This is an optimization exercise on Yosys and OpenROAD, whose aim is small area and a short achievable clock period, not a production implementation. For this run, only the layout was checked, not whether the RTL still works.

<file path="design/flow/design.v">
package spritePkg;
    typedef logic [9:0] coordT;
    typedef logic [11:0] colorT;
    typedef logic [3:0] digitT;
    typedef logic [15:0] frameCountT;
    localparam colorT BarrelColor = 12'hD60;
    localparam colorT DigitColor  = 12'hFFF;
    localparam colorT GirderColor = 12'hB04;
    localparam colorT BackColor   = 12'h000;
    localparam int GirderCount = 7;
    localparam logic [GirderCount*10-1:0] GirderLeft = {
        10'd125, 10'd30, 10'd80, 10'd30, 10'd80, 10'd30, 10'd30
    };
    localparam logic [GirderCount*10-1:0] GirderRight = {
        10'd200, 10'd560, 10'd610, 10'd560, 10'd610, 10'd560, 10'd610
    };
    localparam logic [GirderCount*10-1:0] GirderTop = {
        10'd90, 10'd130, 10'd190, 10'd250, 10'd310, 10'd370, 10'd430
    };
    localparam logic [GirderCount*10-1:0] GirderBottom = {
        10'd100, 10'd140, 10'd200, 10'd260, 10'd320, 10'd380, 10'd440
    };
endpackage
`timescale 1ns/1ps
module apbRegs (
    input  logic             frame_clk,
    input  logic             reset,
    input  logic             PSEL,
    input  logic             PENABLE,
    input  logic             PWRITE,
    input  logic [7:0]       PADDR,
    input  logic [15:0]      PWDATA,
    output logic [15:0]      PRDATA,
    output logic             PREADY,
    output logic             PSLVERR,
    output spritePkg::coordT barrel0X,
    output spritePkg::coordT barrel0Y,
    output spritePkg::coordT barrel1X,
    output spritePkg::coordT barrel1Y,
    output spritePkg::coordT barrelSize,
    output logic             timerRestart
);
    localparam logic [9:0] OffScreen   = 10'd700;
    localparam logic [9:0] DefaultSize = 10'd8;
    logic       highZero;
    logic       addrMapped;
    logic [5:0] sel;
    logic       writeAcc;
    assign highZero   = (PADDR[7:5] == 3'd0) && (PADDR[1:0] == 2'd0);
    assign addrMapped = highZero && !(PADDR[4] && PADDR[3]);
    always_comb begin
        for (int i = 0; i < 6; i++) sel[i] = highZero && (PADDR[4:2] == 3'(i));
    end
    assign PREADY  = 1'b1;
    assign PSLVERR = ~addrMapped;
    assign PRDATA  = {6'd0, ({10{sel[0]}} & barrel0X) | ({10{sel[1]}} & barrel0Y)
                          | ({10{sel[2]}} & barrel1X) | ({10{sel[3]}} & barrel1Y)
                          | ({10{sel[4]}} & barrelSize)};
    assign writeAcc = PSEL & PENABLE & PWRITE;
    always_ff @(posedge frame_clk or posedge reset) begin
        if (reset) begin
            barrel0X   <= OffScreen;
            barrel0Y   <= OffScreen;
            barrel1X   <= OffScreen;
            barrel1Y   <= OffScreen;
            barrelSize <= DefaultSize;
        end else if (writeAcc) begin
            if (sel[0]) barrel0X   <= PWDATA[9:0];
            if (sel[1]) barrel0Y   <= PWDATA[9:0];
            if (sel[2]) barrel1X   <= PWDATA[9:0];
            if (sel[3]) barrel1Y   <= PWDATA[9:0];
            if (sel[4]) barrelSize <= PWDATA[9:0];
        end
    end
    always_ff @(posedge frame_clk or posedge reset) begin
        if (reset) begin
            timerRestart <= 1'b0;
        end else begin
            timerRestart <= writeAcc && sel[5] && PWDATA[0];
        end
    end
endmodule
`timescale 1ns/1ps
module countdownTimer (
    input  logic                  frame_clk,
    input  logic                  reset,
    input  logic                  frameStart,
    input  logic                  timerRestart,
    output spritePkg::frameCountT timeLeft,
    output logic                  hundreds,
    output spritePkg::digitT      tens,
    output spritePkg::digitT      ones
);
    localparam logic [12:0] TimerStart = 13'd6059;
    logic [12:0] count;
    logic [5:0]  frames;
    logic        tick;
    logic        secBorrow;
    logic        onesBorrow;
    logic        tensBorrow;
    assign timeLeft = {3'd0, count};
    assign tick       = frameStart && (count != 13'd0);
    assign secBorrow  = (frames == 6'd0);
    assign onesBorrow = secBorrow && (ones == 4'd0);
    assign tensBorrow = onesBorrow && (tens == 4'd0);
    always_ff @(posedge frame_clk or posedge reset) begin
        if (reset) begin
            count    <= TimerStart;
            frames   <= 6'd59;
            ones     <= 4'd0;
            tens     <= 4'd0;
            hundreds <= 1'b1;
        end else if (timerRestart) begin
            count    <= TimerStart;
            frames   <= 6'd59;
            ones     <= 4'd0;
            tens     <= 4'd0;
            hundreds <= 1'b1;
        end else if (tick) begin
            count  <= count - 13'd1;
            frames <= secBorrow ? 6'd59 : frames - 6'd1;
            if (secBorrow) ones <= (ones == 4'd0) ? 4'd9 : ones - 4'd1;
            if (onesBorrow) tens <= (tens == 4'd0) ? 4'd9 : tens - 4'd1;
            if (tensBorrow) hundreds <= 1'b0;
        end
    end
endmodule
`timescale 1ns/1ps
module digitGlyph (
    input  spritePkg::digitT digit,
    input  logic [2:0]       cellX,
    input  logic [3:0]       cellY,
    output logic             lit
);
    logic [6:0] segOn;
    logic [6:0] segArea;
    always_comb begin
        case (digit)
            4'd0:    segOn = 7'b1111110;
            4'd1:    segOn = 7'b0110000;
            4'd2:    segOn = 7'b1101101;
            4'd3:    segOn = 7'b1111001;
            4'd4:    segOn = 7'b0110011;
            4'd5:    segOn = 7'b1011011;
            4'd6:    segOn = 7'b1011111;
            4'd7:    segOn = 7'b1110000;
            4'd8:    segOn = 7'b1111111;
            4'd9:    segOn = 7'b1111011;
            default: segOn = 7'b0000000;
        endcase
    end
    assign segArea[6] = (cellY <= 4'd1) && (cellX >= 3'd1) && (cellX <= 3'd6);
    assign segArea[0] = (cellY >= 4'd7) && (cellY <= 4'd8)
                        && (cellX >= 3'd1) && (cellX <= 3'd6);
    assign segArea[3] = (cellY >= 4'd14) && (cellX >= 3'd1) && (cellX <= 3'd6);
    assign segArea[5] = (cellX >= 3'd6) && (cellY >= 4'd1) && (cellY <= 4'd7);
    assign segArea[1] = (cellX <= 3'd1) && (cellY >= 4'd1) && (cellY <= 4'd7);
    assign segArea[4] = (cellX >= 3'd6) && (cellY >= 4'd8) && (cellY <= 4'd14);
    assign segArea[2] = (cellX <= 3'd1) && (cellY >= 4'd8) && (cellY <= 4'd14);
    assign lit = |(segOn & segArea);
endmodule
`timescale 1ns/1ps
module sceneHitTest (
    input  logic             frame_clk,
    input  logic             reset,
    input  spritePkg::coordT drawX,
    input  spritePkg::coordT drawY,
    input  spritePkg::coordT barrel0X,
    input  spritePkg::coordT barrel0Y,
    input  spritePkg::coordT barrel1X,
    input  spritePkg::coordT barrel1Y,
    input  spritePkg::coordT barrelSize,
    input  logic             hundreds,
    input  spritePkg::digitT tens,
    input  spritePkg::digitT ones,
    output logic             barrelHit,
    output logic             digitHit,
    output logic             girderHit
);
    logic  barrelNext;
    logic  girderNext;
    logic  digitNext;
    logic  inDigitArea;
    logic  glyphLit;
    spritePkg::digitT cellDigit;
    logic [19:0] radSq;
    function automatic logic [9:0] absDiff(input spritePkg::coordT a, input spritePkg::coordT b);
        absDiff = (a >= b) ? (a - b) : (b - a);
    endfunction
    function automatic logic circleHit(input spritePkg::coordT px, input spritePkg::coordT py,
                                       input spritePkg::coordT cx, input spritePkg::coordT cy,
                                       input logic [19:0] rr);
        logic [9:0]  dx;
        logic [9:0]  dy;
        logic [19:0] dxSq;
        logic [19:0] dySq;
        logic [20:0] distSq;
        dx        = absDiff(px, cx);
        dy        = absDiff(py, cy);
        dxSq      = dx * dx;
        dySq      = dy * dy;
        distSq    = {1'b0, dxSq} + {1'b0, dySq};
        circleHit = distSq <= {1'b0, rr};
    endfunction
    assign radSq = barrelSize * barrelSize;
    assign barrelNext = circleHit(drawX, drawY, barrel0X, barrel0Y, radSq)
                        || circleHit(drawX, drawY, barrel1X, barrel1Y, radSq);
    always_comb begin
        girderNext = 1'b0;
        for (int i = 0; i < spritePkg::GirderCount; i++) begin
            if ((drawX > spritePkg::GirderLeft[10*i +: 10]) && (drawX < spritePkg::GirderRight[10*i +: 10])
                    && (drawY >= spritePkg::GirderTop[10*i +: 10]) && (drawY <= spritePkg::GirderBottom[10*i +: 10])) begin
                girderNext = 1'b1;
            end
        end
    end
    assign inDigitArea = (drawX < spritePkg::coordT'(24)) && (drawY < spritePkg::coordT'(16));
    always_comb begin
        case (drawX[4:3])
            2'd0:    cellDigit = {3'd0, hundreds};
            2'd1:    cellDigit = tens;
            default: cellDigit = ones;
        endcase
    end
    digitGlyph glyph (
        .digit (cellDigit),
        .cellX (drawX[2:0]),
        .cellY (drawY[3:0]),
        .lit   (glyphLit)
    );
    assign digitNext = inDigitArea & glyphLit;
    always_ff @(posedge frame_clk or posedge reset) begin
        if (reset) begin
            barrelHit <= 1'b0;
            digitHit  <= 1'b0;
            girderHit <= 1'b0;
        end else begin
            barrelHit <= barrelNext;
            digitHit  <= digitNext;
            girderHit <= girderNext;
        end
    end
endmodule
`timescale 1ns/1ps
module pixelMixer (
    input  logic             frame_clk,
    input  logic             reset,
    input  logic             barrelHit,
    input  logic             digitHit,
    input  logic             girderHit,
    output spritePkg::colorT rgb
);
    logic [1:0] code;
    always_ff @(posedge frame_clk or posedge reset) begin
        if (reset) begin
            code <= 2'b00;
        end else begin
            code[1] <= barrelHit | digitHit;
            code[0] <= barrelHit | (~digitHit & girderHit);
        end
    end
    logic anyHit, digit, barrelOrDigit, digitOrGirder;
    assign anyHit        = code[1] | code[0];
    assign digit         = code[1] & ~code[0];
    assign barrelOrDigit = code[1];
    assign digitOrGirder = code[1] ^ code[0];
    assign rgb = {anyHit, barrelOrDigit, digitOrGirder, anyHit,
                  digit, barrelOrDigit, barrelOrDigit, digit,
                  digit, digitOrGirder, digit, digit};
endmodule
`timescale 1ns/1ps
module donkeyScreen #(
    parameter int TimerStart      = 6059,
    parameter int FramesPerSecond = 60
) (
    input  logic                  frame_clk,
    input  logic                  reset,
    input  logic                  PSEL,
    input  logic                  PENABLE,
    input  logic                  PWRITE,
    input  logic [7:0]            PADDR,
    input  logic [15:0]           PWDATA,
    output logic [15:0]           PRDATA,
    output logic                  PREADY,
    output logic                  PSLVERR,
    input  logic                  frameStart,
    input  spritePkg::coordT      drawX,
    input  spritePkg::coordT      drawY,
    output spritePkg::colorT      rgb,
    output spritePkg::frameCountT timeLeft
);
    spritePkg::coordT barrel0X;
    spritePkg::coordT barrel0Y;
    spritePkg::coordT barrel1X;
    spritePkg::coordT barrel1Y;
    spritePkg::coordT barrelSize;
    logic  timerRestart;
    logic  hundreds;
    spritePkg::digitT tens;
    spritePkg::digitT ones;
    logic  barrelHit;
    logic  digitHit;
    logic  girderHit;
    apbRegs regs (
        .frame_clk, .reset,
        .PSEL, .PENABLE, .PWRITE, .PADDR, .PWDATA,
        .PRDATA, .PREADY, .PSLVERR,
        .barrel0X, .barrel0Y, .barrel1X, .barrel1Y, .barrelSize,
        .timerRestart
    );
    countdownTimer timer (
        .frame_clk, .reset, .frameStart, .timerRestart,
        .timeLeft, .hundreds, .tens, .ones
    );
    sceneHitTest hitTest (
        .frame_clk, .reset, .drawX, .drawY,
        .barrel0X, .barrel0Y, .barrel1X, .barrel1Y, .barrelSize,
        .hundreds, .tens, .ones,
        .barrelHit, .digitHit, .girderHit
    );
    pixelMixer mixer (
        .frame_clk, .reset,
        .barrelHit, .digitHit, .girderHit,
        .rgb
    );
endmodule
</file>
<file path="design/flow/config.mk">
export PLATFORM = sky130hd
export DESIGN_NAME = donkeyScreen
export DESIGN_NICKNAME = donkeyScreen
export VERILOG_FILES = /design/flow/design.v
export SDC_FILE = /design/flow/constraint.sdc
export NUM_CORES = 4
export LEC_CHECK = 0
export CAP_MARGIN = 20
export CORE_MARGIN = 2
export CORE_UTILIZATION = 40
export SLEW_MARGIN = 20
</file>
<file path="design/flow/run.sh">
#!/bin/bash
# synth_recipe.tcl (not shown) runs the flow's synth.tcl, then flattens the netlist and writes it again
# the make line also repeats each setting of config.mk as NAME=value (left out here)
make -C /OpenROAD-flow-scripts/flow DESIGN_CONFIG=/design/flow/config.mk WORK_HOME=/design/flow/orfs CLKGATE_MAP_FILE= SYNTH_SCRIPT=/design/flow/synth_recipe.tcl finish
</file>
<file path="design/flow/constraint.sdc">
create_clock -name core_clock -period 14.0 [get_ports {frame_clk}]
set_input_delay 2.8000 -clock core_clock [delete_from_list [all_inputs] [get_ports {frame_clk}]]
set_output_delay 2.8000 -clock core_clock [all_outputs]
set_load 0.01 [all_outputs]
</file>
==> run summary <==
==> synth_stat cells (all sizes together), types with 4 or more instances <==
library cell and n:
clkbuf 43, xnor2 76, nor3b 4, nor2b 27
xor2 39, o21a 10, o41ai 6, inv 522
dfrtp 44, a22oi 7, a21o 58, and2 47
nand4 15, o221ai 4, a21oi 101, o2111ai 4
or3 10, mux2i 27, buf 38, and4 5
o21ai 96, dfstp 40, o21bai 5, nor3 58
a31oi 20, a211o 7, nor2 207, nand3 33
o22ai 5, nor4 10, o211ai 9, and3 15
a211oi 6, o31ai 5, fa 314, mux2 49
nand3b 5, ha 351, or2 22, nand2b 45
a21boi 5, a221o 4, nand2 127, a22o 13
==> worst register-to-register path, delay by kind of cell, from the launching register on <==
kind	cells	cell delay, ns
AOI/OAI and AO/OA	17	3.76
xor gates and xnor gates	2	0.46
adders and majority gates	11	4.66
buffers and inverters	5	0.28
DFF	1	0.44
muxes	1	0.16
and+or+nand+nor	3	0.67
==> final cells by class <==
class / count / area, sq um
antenna: 1 / 2.50
clock buffer: 10 / 229
clock inverter: 6 / 72.6
fill: 5592 / 31200
inverter: 523 / 1960
multi-input combinational: 1893 / 18300
sequential: 84 / 2150
tap: 756 / 946
timing repair buffer: 175 / 1510
==> flip-flops by register name (all words and copies together) (netlist names) <==
| signal | flops |
|---|---|
| mixer.code | 2 |
| timer.frames | 6 |
| timer.tens | 4 |
| regs.barrel0Y | 10 |
| timer.count | 13 |
| timer.ones | 4 |
| hitTest.digitHit | 1 |
| hitTest.girderHit | 1 |
| regs.barrel1X | 10 |
| hitTest.barrelHit | 1 |
| regs.barrel1Y | 10 |
| regs.timerRestart | 1 |
| timer.hundreds | 1 |
| regs.barrel0X | 10 |
| regs.barrelSize | 10 |
==> per-stage QoR <==
stage	utilization [%]	instance area, sq um	instances
global placement	44.1	24900	3431
CTS	44.6	25200	3447
detailed placement	44.1	24900	3431
global route	44.6	25200	3447
finish	44.6	25200	3448
floorplan	-	22800	2581
==> worst paths after layout <==
check                                        startpoint                      endpoint  slack [ns]  depth (start not counted)
setup reg to reg           regs.barrel1X[0]$_DFFE_PP0P_   hitTest.barrelHit$_DFF_PP0_        3.48                         39
max in group asynchronous                         reset  regs.barrel0Y[8]$_DFFE_PP0P_       10.11                          3
hold reg to reg             hitTest.girderHit$_DFF_PP0_       mixer.code[0]$_DFF_PP0_        0.45                          1
hold / removal              hitTest.girderHit$_DFF_PP0_       mixer.code[0]$_DFF_PP0_        0.45                          1
min in group asynchronous                         reset    timer.count[4]$_DFFE_PP0P_        2.77                          2
setup / recovery                               drawX[1]   hitTest.barrelHit$_DFF_PP0_        0.73                         38
==> routing by layer <==
layer	GRT usage [%]	vias up	routed length, microns
met1	27.2	8971	26300
li1	-	8514	-
met3	1.99	95	3160
met4	6.28	0	1940
met5	0	-	0
met2	36.4	527	29000
==> kinds of logic (layout without fill, tap and decap cells) <==
group / after synthesis / after routing
adders and majority gates: 665 / 665
and+or+nand+nor: 639 / 639
buffers and inverters: 604 / 714
AOI/OAI and AO/OA: 388 / 388
xor gates and xnor gates: 115 / 115
DFF: 84 / 84
muxes: 76 / 76
other: 2 / 11
==> flow_summary.toml <==
[status]
status = "finished clean"

[worst_setup_path]
max_stage_delay_ns = 0.91
cpMaxStageDelayCell = "clkdlybuf4s50_1"
worstSetupEndpointType = "flip-flop"
cp_num_buf_inv = 7
startpoint_type = "input pin"
crit_required_ns = 14.27
critical_path.max_fanout = 10
cp_common_cell = "fa_1"
crit_arrival_ns = 13.54
critPathKind = "in -> reg"
critPathTopFamily = "adder cells"

[place]
globalplace.congestion = 1.02
portBuffers = 79
place_ws_ns = 0.359
hpwl_mm = 52.3

[clocking]
path_clk_slew_ns = 0.07
cts.sinks = 84
cts_resized = 0
numCtsBuffers = 9
postCtsSetupRepairBufs = 0
htreeDepth = 3
cts_hold_buf = 0
cts_root_buf = "clkbuf_16"
cts.path.max_buffers = 2
cts_tree = "built"
clk_latency_ns = 0.35

[sta]
tns_ns = 0
relSlewSlack_pct = 31.4
min_period_ns = 13.27
whs_ns = 0.452
hold_viol = 0
finalSetupViolCount = 0
finalMaxSlewViolations = 0
fmax_mhz = 75.3
tightest_slew_ns = 1.02
timing.final.crit_share_pct = 94.8
setup_ws_ns = 0.726
fin_skew_ns = 0.00867
rsz0062_at_grt = "false"

[die]
die_w_microns = 243
initial_utilization_pct = 40.4
num_io_pins = 96
std_cell_rows = 87
die-area_sq_um = 58900
core_area_sq_um = 56400
die_h_microns = 243

[logic_synthesis]
yosysSeqAreaShare_pct = 9.44
async_reset_ff_share_pct = 100
avgSynthCellArea_sq_um = 8.86
synth_top_family_by_area = "adder cells"
synth_compound_area_share_pct = 11.2
synth.area.mux_share_pct = 3.65
ys_warn_count = 5
synthesis.area_sq_um = 22800
synth_top_area_cell = "fa_1"
ys.flop_type = "dfrtp_1"
synth_cell_types = 85
synth_top_area_share_pct = 27.6
synth_fa_ha_area_share_pct = 46.8
synth_edf_count = 0
synthXorXnorAreaFrac_pct = 4.75
syn_inst = 2573
ys_ff_latch = 84
synth_area_leaders = "fa_1 (28%), ha_1 (19%), inv_1 (8.5%)"
synthSimpleGateAreaFrac_pct = 13.6

[global_route]
grt_pass1_wl_mm = 98.5
antenna_found_initial = 0
grt_usage_pct = 20.8
grt_pass1_vias = 19100
overflow = 0
grt_max_degree = 58

[final_layout]
layout_common_cells = "inv_1 (515), ha_1 (351), fa_1 (314)"
final_nets = 3401
layout.cells.most_common = "inv_1"
drive_gt1_share_pct = 9.33
synthToLayoutAreaGrowth_pct = 10.3

[routing]
drt-pass1-iter-count = 5
drt_iter0_drc = 995
wl_per_cell_microns = 17.5
viasPerCell = 5.25
drc = 0
wl_mm = 60.4
vias = 18100
antenna_left = 0

[job]
cap_violations = 0

[hold_path]
hold_class = "reg -> reg"

==> afterwards: timing with drivers on the ports <==
The results above use ideal ports. As a check the final layout listed here was re-extracted and re-timed, cells and wires unchanged. Step 1, drivers: a clkbuf_16 drives frame_clk and a buf_2 each remaining input, both assumed. Step 2 times the ports against the registers' clock, not the clock port: input delays grow and output delays shrink by t, the midpoint of the rising clock arrivals with the driver on. Three values: ideal, step 1, step 2; two values: the first two.
shift t [ns]: 0.384
slack for setup (ns): 0.726 / 0.728 / 0.345
worst setup path after step 2: input to register
worst register clock-pin slew, ns: 0.07 / 0.07
worst data-port slew with drivers (ns): 0.04
After both steps this run still meets setup and hold. For this run, drivers alone change the setup slack by +0.002 ns; drivers and shift together by -0.381 ns.
